What follows belongs to an exercise in optimizing a design on an open flow for small area, a short achievable clock period and few clock cycles; a production flow would make more cautious choices. Only simulation tests tie the RTL to the original design; equivalence was not proved. Power and IR drop assume default switching activity.

==> flow/run.sh <==
#!/bin/bash
# synth_recipe.tcl (not shown) runs the flow's synth.tcl, then flattens the netlist and writes it again
# the make line also repeats each setting of config.mk as NAME=value (left out here)
make -C /OpenROAD-flow-scripts/flow DESIGN_CONFIG=/design/flow/config.mk WORK_HOME=/design/flow/orfs CLKGATE_MAP_FILE= SYNTH_SCRIPT=/design/flow/synth_recipe.tcl finish
==> flow/config.mk <==
export PLATFORM = sky130hd
export DESIGN_NAME = deficit_round_robin_scheduler_unit
export DESIGN_NICKNAME = deficit_round_robin_scheduler_unit
export VERILOG_FILES = /design/flow/design.v
export SDC_FILE = /design/flow/constraint.sdc
export NUM_CORES = 4
export LEC_CHECK = 0
export CAP_MARGIN = 20
export CELL_PAD_IN_SITES_DETAIL_PLACEMENT = 1
export CORE_MARGIN = 2
export CORE_UTILIZATION = 35
export PLACE_DENSITY = 0.45
export SLEW_MARGIN = 20
==> flow/constraint.sdc <==
create_clock -name core_clock -period 10.0 [get_ports {clk_i}]
set_input_delay 2.0000 -clock core_clock [delete_from_list [all_inputs] [get_ports {clk_i}]]
set_output_delay 2.0000 -clock core_clock [all_outputs]
set_load 0.01 [all_outputs]
==> flow/design.v <==
`timescale 1ns / 1ps
`default_nettype none
package drr_pkg;
  localparam int unsigned NumQueues  = 4;
  localparam int unsigned QueueDepth = 64;
  localparam int unsigned QIdxW      = 2;
  localparam int unsigned PtrW       = $clog2(QueueDepth);
  localparam int unsigned CntW       = $clog2(QueueDepth + 1);
  localparam int unsigned LenW       = 16;
  localparam int unsigned DefW       = 20;
  localparam int unsigned LimW       = 7;
  localparam int unsigned CfgIdxW    = 3;
  localparam int unsigned MemDepth   = QueueDepth - 1;
endpackage
`default_nettype wire
`timescale 1ns / 1ps
`default_nettype none
module drr_ram #(
  parameter int unsigned Width = 16,
  parameter int unsigned Depth = 63,
  parameter int unsigned AddrW = 6
) (
  input  wire logic             clk_i,
  input  wire logic             we_i,
  input  wire logic [AddrW-1:0] waddr_i,
  input  wire logic [Width-1:0] wdata_i,
  input  wire logic [AddrW-1:0] raddr_i,
  output logic      [Width-1:0] rdata_o
);
  logic [Width-1:0] mem_q [Depth];
  always_ff @(posedge clk_i) begin
    if (we_i) begin
      mem_q[waddr_i] <= wdata_i;
    end
  end
  assign rdata_o = mem_q[raddr_i];
endmodule
`default_nettype wire
`timescale 1ns / 1ps
`default_nettype none
import drr_pkg::*;
module drr_front
  (
  input  wire logic             clk_i,
  input  wire logic             rst_ni,
  input  wire logic             start_i,
  output logic                  busy_o,
  input  wire logic             action_i,
  input  wire logic [QIdxW-1:0] queue_i,
  input  wire logic [LenW-1:0]  length_i,
  output logic                  valid_o,
  output logic                  action_o,
  output logic [QIdxW-1:0]      queue_o,
  output logic [LenW-1:0]       length_o
);
  assign busy_o = 1'b0;
  always_ff @(posedge clk_i or negedge rst_ni) begin
    if (!rst_ni) valid_o <= 1'b0;
    else         valid_o <= start_i;
  end
  always_ff @(posedge clk_i) begin
    if (start_i) begin
      action_o <= action_i;
      queue_o  <= queue_i;
      length_o <= length_i;
    end
  end
endmodule
`default_nettype wire
`timescale 1ns / 1ps
`default_nettype none
import drr_pkg::*;
module drr_back
  (
  input  wire logic               clk_i,
  input  wire logic               rst_ni,
  input  wire logic               cfg_we_i,
  input  wire logic [CfgIdxW-1:0] cfg_idx_i,
  input  wire logic [LenW-1:0]    cfg_data_i,
  input  wire logic               valid_i,
  input  wire logic               action_i,
  input  wire logic [QIdxW-1:0]   queue_i,
  input  wire logic [LenW-1:0]    length_i,
  output logic                    done_o,
  output logic                    enq_ok_o,
  output logic                    served_o,
  output logic [QIdxW-1:0]        served_queue_o,
  output logic [LenW-1:0]         served_length_o
);
  localparam logic [DefW-1:0] DefMax = {DefW{1'b1}};
  logic [LenW-1:0]  quantum_q [NumQueues];
  logic [LimW-1:0]  limit_q   [NumQueues];
  logic [CntW-1:0]  cnt_q     [NumQueues];
  logic [PtrW-1:0]  rp_q      [NumQueues];
  logic [PtrW-1:0]  wp_q      [NumQueues];
  logic [LenW-1:0]  hv_q      [NumQueues];
  logic [DefW-1:0]  def_q     [NumQueues];
  logic [NumQueues-1:0] act_q;
  logic [5:0]       ab_q;       
  logic [2:0]       passed_q;
  logic [LenW-1:0]  rdata [NumQueues];
  logic [NumQueues-1:0] we;
  logic [NumQueues-1:0] empty, fit0, fit1, fit, srv_ok;
  logic [DefW:0]    dq   [NumQueues];    
  logic [DefW+1:0]  dqh  [NumQueues];    
  logic [DefW:0]    dh   [NumQueues];    
  logic [DefW-1:0]  refd [NumQueues];    
  logic [DefW-1:0]  srvd [NumQueues];    
  logic             bef  [NumQueues][NumQueues];
  logic             ahead[NumQueues][NumQueues];
  logic [1:0]       pos  [NumQueues];
  logic [1:0]       ahe  [NumQueues];
  logic [2:0]       nact, istar;
  logic [NumQueues-1:0] cond, rf, blocked, visited, serve, removed, rot;
  logic             refill, any_serve;
  logic [2:0]       rot_all, rot_after, passed_d;
  logic [QIdxW-1:0] sidx;
  logic [LenW-1:0]  slen;
  always_comb begin
    for (int a = 0; a < NumQueues; a++) begin
      bef[a][a] = 1'b0;
    end
    bef[0][1] = ab_q[0];  bef[1][0] = ~ab_q[0];
    bef[0][2] = ab_q[1];  bef[2][0] = ~ab_q[1];
    bef[0][3] = ab_q[2];  bef[3][0] = ~ab_q[2];
    bef[1][2] = ab_q[3];  bef[2][1] = ~ab_q[3];
    bef[1][3] = ab_q[4];  bef[3][1] = ~ab_q[4];
    bef[2][3] = ab_q[5];  bef[3][2] = ~ab_q[5];
    for (int q = 0; q < NumQueues; q++) begin
      empty[q] = (cnt_q[q] == '0);
      dq[q]    = {1'b0, def_q[q]} + {{(DefW+1-LenW){1'b0}}, quantum_q[q]};
      dqh[q]   = {1'b0, dq[q]} - {{(DefW+2-LenW){1'b0}}, hv_q[q]};
      dh[q]    = {1'b0, def_q[q]} - {{(DefW+1-LenW){1'b0}}, hv_q[q]};
      fit0[q]  = ~dh[q][DefW];
      fit1[q]  = ~dqh[q][DefW+1];
      refd[q]  = dq[q][DefW] ? DefMax : dq[q][DefW-1:0];
      for (int x = 0; x < NumQueues; x++) begin
        ahead[x][q] = act_q[x] & bef[x][q];
      end
    end
    nact = '0;
    for (int q = 0; q < NumQueues; q++) nact = nact + 3'(act_q[q]);
    istar = nact - passed_q;
    for (int q = 0; q < NumQueues; q++) begin
      pos[q] = '0;
      ahe[q] = '0;
      for (int x = 0; x < NumQueues; x++) begin
        pos[q] = pos[q] + 2'(ahead[x][q]);
        ahe[q] = ahe[q] + 2'(ahead[x][q] & empty[x]);
      end
      cond[q]   = act_q[q] & ((3'(pos[q]) + 3'(ahe[q])) < nact);
      rf[q]     = (3'(pos[q]) >= istar);
      fit[q]    = rf[q] ? fit1[q] : fit0[q];
      srv_ok[q] = ~empty[q] & fit[q];
    end
    for (int q = 0; q < NumQueues; q++) begin
      blocked[q] = 1'b0;
      for (int x = 0; x < NumQueues; x++) blocked[q] = blocked[q] | (ahead[x][q] & srv_ok[x]);
      visited[q] = cond[q] & ~blocked[q];
      serve[q]   = visited[q] & srv_ok[q];
      removed[q] = visited[q] & empty[q];
      rot[q]     = visited[q] & ~empty[q] & ~fit[q];
    end
    refill    = 1'b0;
    rot_all   = '0;
    rot_after = '0;
    for (int q = 0; q < NumQueues; q++) begin
      refill    = refill | (visited[q] & (3'(pos[q]) == istar));
      rot_all   = rot_all + 3'(rot[q]);
      rot_after = rot_after + 3'(rot[q] & rf[q]);
    end
    passed_d  = refill ? rot_after : passed_q + rot_all;
    any_serve = |serve;
    sidx = '0;
    slen = '0;
    for (int q = 0; q < NumQueues; q++) begin
      if (serve[q]) sidx = sidx | QIdxW'(q);
      slen = slen | (serve[q] ? hv_q[q] : '0);
      srvd[q] = refill ? (dq[q][DefW] ? (DefMax - DefW'(hv_q[q])) : dqh[q][DefW-1:0])
                       : dh[q][DefW-1:0];
    end
  end
  logic             is_enq, is_sch, qz, store, activate;
  logic [QIdxW-1:0] qi;
  assign qi       = queue_i;
  assign is_enq   = valid_i & ~action_i;
  assign is_sch   = valid_i & action_i;
  assign qz       = (quantum_q[qi] == '0);
  assign activate = is_enq & ~qz & ~act_q[qi];
  assign store    = is_enq & ~qz & (CntW'(limit_q[qi]) > cnt_q[qi]) &
                    (cnt_q[qi] != CntW'(QueueDepth));
  for (genvar g = 0; g < NumQueues; g++) begin : g_mem
    assign we[g] = store & (qi == QIdxW'(g)) & (cnt_q[g] != '0);
    drr_ram #(.Width(LenW), .Depth(MemDepth), .AddrW(PtrW)) u_ram (
      .clk_i  (clk_i),
      .we_i   (we[g]),
      .waddr_i(wp_q[g]),
      .wdata_i(length_i),
      .raddr_i(rp_q[g]),
      .rdata_o(rdata[g])
    );
  end
  function automatic logic [PtrW-1:0] inc_ptr(input logic [PtrW-1:0] p);
    inc_ptr = (p == PtrW'(MemDepth - 1)) ? '0 : p + 1'b1;
  endfunction
  always_ff @(posedge clk_i or negedge rst_ni) begin
    if (!rst_ni) begin
      for (int q = 0; q < NumQueues; q++) begin
        quantum_q[q] <= '0;
        limit_q[q]   <= LimW'(64);
        cnt_q[q]     <= '0;
        rp_q[q]      <= '0;
        wp_q[q]      <= '0;
        def_q[q]     <= '0;
      end
      act_q    <= '0;
      ab_q     <= '0;
      passed_q <= '0;
    end else begin
      if (cfg_we_i) begin
        if (!cfg_idx_i[2]) quantum_q[cfg_idx_i[1:0]] <= cfg_data_i;
        else               limit_q[cfg_idx_i[1:0]]   <= cfg_data_i[LimW-1:0];
      end
      if (is_sch) begin
        for (int q = 0; q < NumQueues; q++) begin
          if (removed[q])                def_q[q] <= '0;
          else if (serve[q])             def_q[q] <= srvd[q];
          else if (act_q[q] && refill)   def_q[q] <= refd[q];
          if (serve[q]) begin
            cnt_q[q] <= cnt_q[q] - 1'b1;
            if (cnt_q[q] != CntW'(1)) rp_q[q] <= inc_ptr(rp_q[q]);
          end
        end
        act_q    <= act_q & ~removed;
        passed_q <= passed_d;
        if (rot[0] & ~rot[1]) ab_q[0] <= 1'b0; else if (rot[1] & ~rot[0]) ab_q[0] <= 1'b1;
        if (rot[0] & ~rot[2]) ab_q[1] <= 1'b0; else if (rot[2] & ~rot[0]) ab_q[1] <= 1'b1;
        if (rot[0] & ~rot[3]) ab_q[2] <= 1'b0; else if (rot[3] & ~rot[0]) ab_q[2] <= 1'b1;
        if (rot[1] & ~rot[2]) ab_q[3] <= 1'b0; else if (rot[2] & ~rot[1]) ab_q[3] <= 1'b1;
        if (rot[1] & ~rot[3]) ab_q[4] <= 1'b0; else if (rot[3] & ~rot[1]) ab_q[4] <= 1'b1;
        if (rot[2] & ~rot[3]) ab_q[5] <= 1'b0; else if (rot[3] & ~rot[2]) ab_q[5] <= 1'b1;
      end
      if (is_enq) begin
        if (activate) begin
          act_q[qi]  <= 1'b1;
          def_q[qi]  <= DefW'(quantum_q[qi]);
          case (qi)
            2'd0: begin ab_q[0] <= 1'b0; ab_q[1] <= 1'b0; ab_q[2] <= 1'b0; end
            2'd1: begin ab_q[0] <= 1'b1; ab_q[3] <= 1'b0; ab_q[4] <= 1'b0; end
            2'd2: begin ab_q[1] <= 1'b1; ab_q[3] <= 1'b1; ab_q[5] <= 1'b0; end
            default: begin ab_q[2] <= 1'b1; ab_q[4] <= 1'b1; ab_q[5] <= 1'b1; end
          endcase
        end
        if (store) begin
          cnt_q[qi] <= cnt_q[qi] + 1'b1;
          if (cnt_q[qi] != '0) wp_q[qi] <= inc_ptr(wp_q[qi]);
        end
      end
    end
  end
  always_ff @(posedge clk_i) begin
    for (int q = 0; q < NumQueues; q++) begin
      if (is_enq && store && qi == QIdxW'(q) && cnt_q[q] == '0) hv_q[q] <= length_i;
      else if (is_sch && serve[q]) hv_q[q] <= rdata[q];
    end
  end
  always_ff @(posedge clk_i or negedge rst_ni) begin
    if (!rst_ni) begin
      done_o          <= 1'b0;
      enq_ok_o        <= 1'b0;
      served_o        <= 1'b0;
      served_queue_o  <= '0;
      served_length_o <= '0;
    end else begin
      done_o          <= valid_i;
      enq_ok_o        <= is_enq & store;
      served_o        <= is_sch & any_serve;
      served_queue_o  <= is_sch ? sidx : '0;
      served_length_o <= is_sch ? slen : '0;
    end
  end
endmodule
`default_nettype wire
`timescale 1ns / 1ps
`default_nettype none
import drr_pkg::*;
module deficit_round_robin_scheduler_unit
  (
  input  wire logic               clk_i,
  input  wire logic               rst_ni,
  input  wire logic               cfg_we_i,
  input  wire logic [CfgIdxW-1:0] cfg_idx_i,
  input  wire logic [LenW-1:0]    cfg_data_i,
  input  wire logic               start,
  output logic                    busy,
  input  wire logic               action_i,
  input  wire logic [QIdxW-1:0]   queue_index_i,
  input  wire logic [LenW-1:0]    packet_length_i,
  output logic                    done_o,
  output logic                    enqueue_accepted_o,
  output logic                    served_o,
  output logic [QIdxW-1:0]        served_queue_o,
  output logic [LenW-1:0]         served_length_o
);
  logic             valid, action;
  logic [QIdxW-1:0] queue;
  logic [LenW-1:0]  length;
  drr_front u_front (
    .clk_i   (clk_i),
    .rst_ni  (rst_ni),
    .start_i (start),
    .busy_o  (busy),
    .action_i(action_i),
    .queue_i (queue_index_i),
    .length_i(packet_length_i),
    .valid_o (valid),
    .action_o(action),
    .queue_o (queue),
    .length_o(length)
  );
  drr_back u_back (
    .clk_i          (clk_i),
    .rst_ni         (rst_ni),
    .cfg_we_i       (cfg_we_i),
    .cfg_idx_i      (cfg_idx_i),
    .cfg_data_i     (cfg_data_i),
    .valid_i        (valid),
    .action_i       (action),
    .queue_i        (queue),
    .length_i       (length),
    .done_o         (done_o),
    .enq_ok_o       (enqueue_accepted_o),
    .served_o       (served_o),
    .served_queue_o (served_queue_o),
    .served_length_o(served_length_o)
  );
endmodule
`default_nettype wire
==> results.txt <==
-- registers in the layout, summed over array words and instances, names as in the netlist --
signal / cells
u_back.ab_q: 6
u_back.served_queue_o: 2
u_back.enq_ok_o: 1
u_back.done_o: 1
u_front.queue_o: 2
u_back.served_o: 1
u_back.rp_q: 24
u_front.length_o: 16
u_back.g_mem.u_ram.mem_q: 4032
u_back.def_q: 80
u_back.act_q: 4
u_back.cnt_q: 28
u_front.action_o: 1
u_back.wp_q: 24
u_back.passed_q: 3
u_back.hv_q: 64
u_front.valid_o: 1
u_back.quantum_q: 64
u_back.limit_q: 28
u_back.served_length_o: 16
-- final cells by class --
class	instances	area (sq um)
multi-input cells	4676	51970
well taps	6994	8751
diodes	30	75.07
flip-flops and latches	4398	130700
fillers	50420	315700
clock buffers	607	12720
repair buffers	485	4103
clock inverters	302	3077
inverters	203	762.0
-- layer usage --
layer  wire length, um  share of wire  global-route usage  vias to the layer above
met3             30280          0.053             0.03182                      710
met2            266100           0.47              0.3356                     2546
met4             12830          0.022             0.04486                       24
met1            261100           0.46              0.3091                    53960
li1                  -              -                   -                    41050
met5               151        0.00026                   0                        -
-- report_power, final --
group	switching [mW]	total [mW]	internal (mW)
registers	1.25	22.1	20.8
clock network	7.57	17.9	10.3
logic	13.2	21.8	8.67
total	22.0	61.8	39.8
-- metrics by stage --
| step | cells | power [mW] | util | setup slack [ns] | instance area, sq um |
|---|---|---|---|---|---|
| 2_1_floorplan | 9800 | 36.32 | - | 3.487 | 185200 |
| 3_3_place_gp | 16750 | 43.95 | 0.3716 | 1.778 | 196100 |
| 3_5_place_dp | 16750 | 44.30 | 0.3717 | 1.801 | 196200 |
| 4_1_cts | 17660 | 62.35 | 0.4016 | 1.774 | 212000 |
| 5_1_grt | 17670 | 64.67 | 0.4018 | 1.271 | 212100 |
| 6_report | 17700 | 61.78 | 0.4020 | 1.663 | 212200 |
-- how the worst max path moves through the flow --
stage	slack, ns	depth (start not counted)	from	to
2_1_floorplan	3.49	28	u_back.def_q[0][4]	u_back.passed_q[1]
3_3_place_gp	1.78	27	u_back.def_q[0][1]	u_back.passed_q[1]
3_5_place_dp	1.80	27	u_back.def_q[0][1]	u_back.passed_q[1]
4_1_cts	1.77	21	u_back.act_q[2]	u_back.passed_q[1]
5_1_grt	1.27	23	u_back.act_q[2]	u_back.passed_q[1]
6_report	1.66	21	u_back.act_q[2]	u_back.passed_q[1]
-- cell usage in the layout, fill, tap and decap left out, types with 61 or more instances in the layout --
cell             instances
nand3_1                101
mux4_2                1263
nor2_1                 504
a21o_1                  66
edfxtp_1              4115
a21oi_1                257
clkdlybuf4s50_1         61
ha_1                   254
clkinv_1               118
xor2_1                  67
clkbuf_1               112
o211ai_1               102
mux2i_1                121
buf_4                  399
nand2_1                372
inv_1                  200
o21ai_0                301
dfrtp_1                263
mux2_2                 178
xnor2_1                143
clkinv_2                82
clkbuf_16              487
-- cell families after synthesis --
kind of cell               Yosys count  synth area share
DFF                               4398            0.7056
muxes                             1569            0.1714
and+or+nand+nor                   1461           0.03697
AOI/OAI and AO/OA                 1150           0.04067
buffers and inverters              726           0.01500
adders and majority gates          284           0.02037
xor gates and xnor gates           211           0.01002
other                                1        0.00002025
-- worst reg2reg max path, stage by stage, from the launching register on --
cell,delay [ns]
dfrtp_1,0.82
inv_1,0.40
fa_1,0.69
ha_1,0.27
fa_1,0.66
ha_1,0.30
a21oi_1,0.62
nor2_1,0.17
a2111oi_0,0.34
nor2_1,0.10
and2_1,0.17
o21ai_1,0.37
nor2_1,0.13
or4b_1,0.80
a211oi_1,0.79
nand2_1,0.19
fa_1,0.59
inv_1,0.05
ha_1,0.18
ha_1,0.29
mux2i_1,0.15
o21ai_0,0.10
==> results.txt <==
worst r2r src=u_back.act_q[2]; Peak Freq=120.0 MHz; initial core utilization=0.3508; Hold Crit Depth=0; RSZ-0062 raised after global routing=false; root buf cell=clkbuf_16; Pleak=67.54 nW; I/O pin count=64; total routed wirelength=570500 um; post-synthesis sequential area ratio=0.7056; Setup violations, final=0; Synth warnings=36; largest net degree at the start of global routing=179; Synth top area share=0.6673; number of enable flip-flop cells after synthesis=4115; final hold violations=0; htree depth=5; crit end category=flip-flop; cell with the most instances after synthesis=edfxtp_1; Post-synth ARST share=0.06435; DP HPWL=357400 um; post-synth cell types=108; cell depth of the worst flop-to-flop path=21; CP required=10.89 ns; end point of the worst hold path=u_back.done_o; routed vias=98290; Hold Startpoint=u_front.valid_o; vias in the first global route=103900; routability congestion estimate=0.8947; VDD IR max=423.2 uV; HP Class=flip-flop to flip-flop; R2R setup slack=1.66 ns; clk latency of the worst-skew pair=1.06 ns; cells after synthesis=9800; # hold bufs at CTS=0; Avg WL per Cell=32.24 um; syn nets=10130; Final Max Tran Viols=0; Max-Cap Viols=0; first-pass GRT wire length=810200 um; initial antenna violation count=70; Clock Skew=0.06572 ns; clock buffer depth=4; Tot GR Track Use=0.2112; router iterations before antenna repair=8; Power per Cell Area=291.2 nW/um^2; die area=534900 sq um; Post-CTS Setup Bufs=0; layout cells sized above 1=0.2511; setup TNS=0 ns; die width=731.4 um; number of DRC markers in iteration 0=9180; Mean Syn Cell Area=18.90 sq um; Critical R2R Capture=u_back.passed_q[1]; Final Critical Period=8.337 ns; Antenna Nets Post-Route=0; Critical-path top delay cell=dfrtp_1; input/output buffers=62; Final #Nets=10570; clk slew on worst S/H paths=0.07 ns; top post-synthesis cells by area=edfxtp_1 67%, mux4_2 15%, dfrtp_1 3.8%, ha_1 1.7%, nor2_1 1.1%; Hold Slack=0.4753 ns; CTS tree=built; flop and latch count out of synthesis=4398; Critical Path Fanout Max=11; CP Class=flip-flop to flip-flop; area leader, netlist=edfxtp_1; vias per std cell=5.555; Worst path most repeated cell=ha_1; startpoint types=flip-flop; Slew headroom=0.1399; Die Span Y=731.4 um; actual transition at the worst max-transition pin=1.290 ns; cell family with most CP delay=adder cells; number of buffers created by CTS=484; grt ovf=0; TritonCTS sink count=4398; total core area=527800 sq um; Final period util=0.8337; Post-Syn Area=185200 sq um; Post-route DRC=0; Post-synth top cells=4115 x edfxtp_1, 1263 x mux4_2, 542 x nor2_1; worst path cell trace=inv_1, fa_1, ha_1, fa_1, ha_1, a21oi_1, nor2_1, a2111oi_0, nor2_1, and2_1, o21ai_1, nor2_1, or4b_1, a211oi_1, nand2_1, fa_1, inv_1, ha_1, ha_1, mux2i_1, o21ai_0; Worst Path Arrival=9.22 ns; outcome=timing/DRC/antenna clean; synthesis-to-layout area growth=14.58%; Synth Flop Type=edfxtp_1; critical path buffer and inverter count=2; Max stage delay on crit path=0.82 ns; row count=267; post_cts resized=0
Testbench counts, summed over its fixed seeds: cycles 12,008.

## port drivers added, routing unchanged
In the flow no input, the clock included, has a driving cell. The finished layout below was timed again as built, in two steps.
Step 1: set_driving_cell puts a clkbuf_16 on clk_i and a buf_2 on each other input, an assumption about the parent block.
Step 2 adds t to the input delays and takes it off the output delays; t is the mean of the earliest and latest rising clock arrival at the registers after step 1. Input paths then give back, and output paths get back, about the clock's delay inside the block.
a / b / c = no drivers / after step 1 / after step 2; a / b = the first two.
t (ns): 1.152
setup slack, ns: 1.663 / 1.663 / 1.663
latest minus earliest clock arrival (ns): 0.066 / 0.066
slew at the worst register clock pin (ns): 0.07 / 0.07
worst slew at a driven data input, ns: 0.33
After both steps this run still meets setup and hold. For this run, drivers alone change the setup slack by 0.000 ns; drivers and shift together by 0.000 ns.
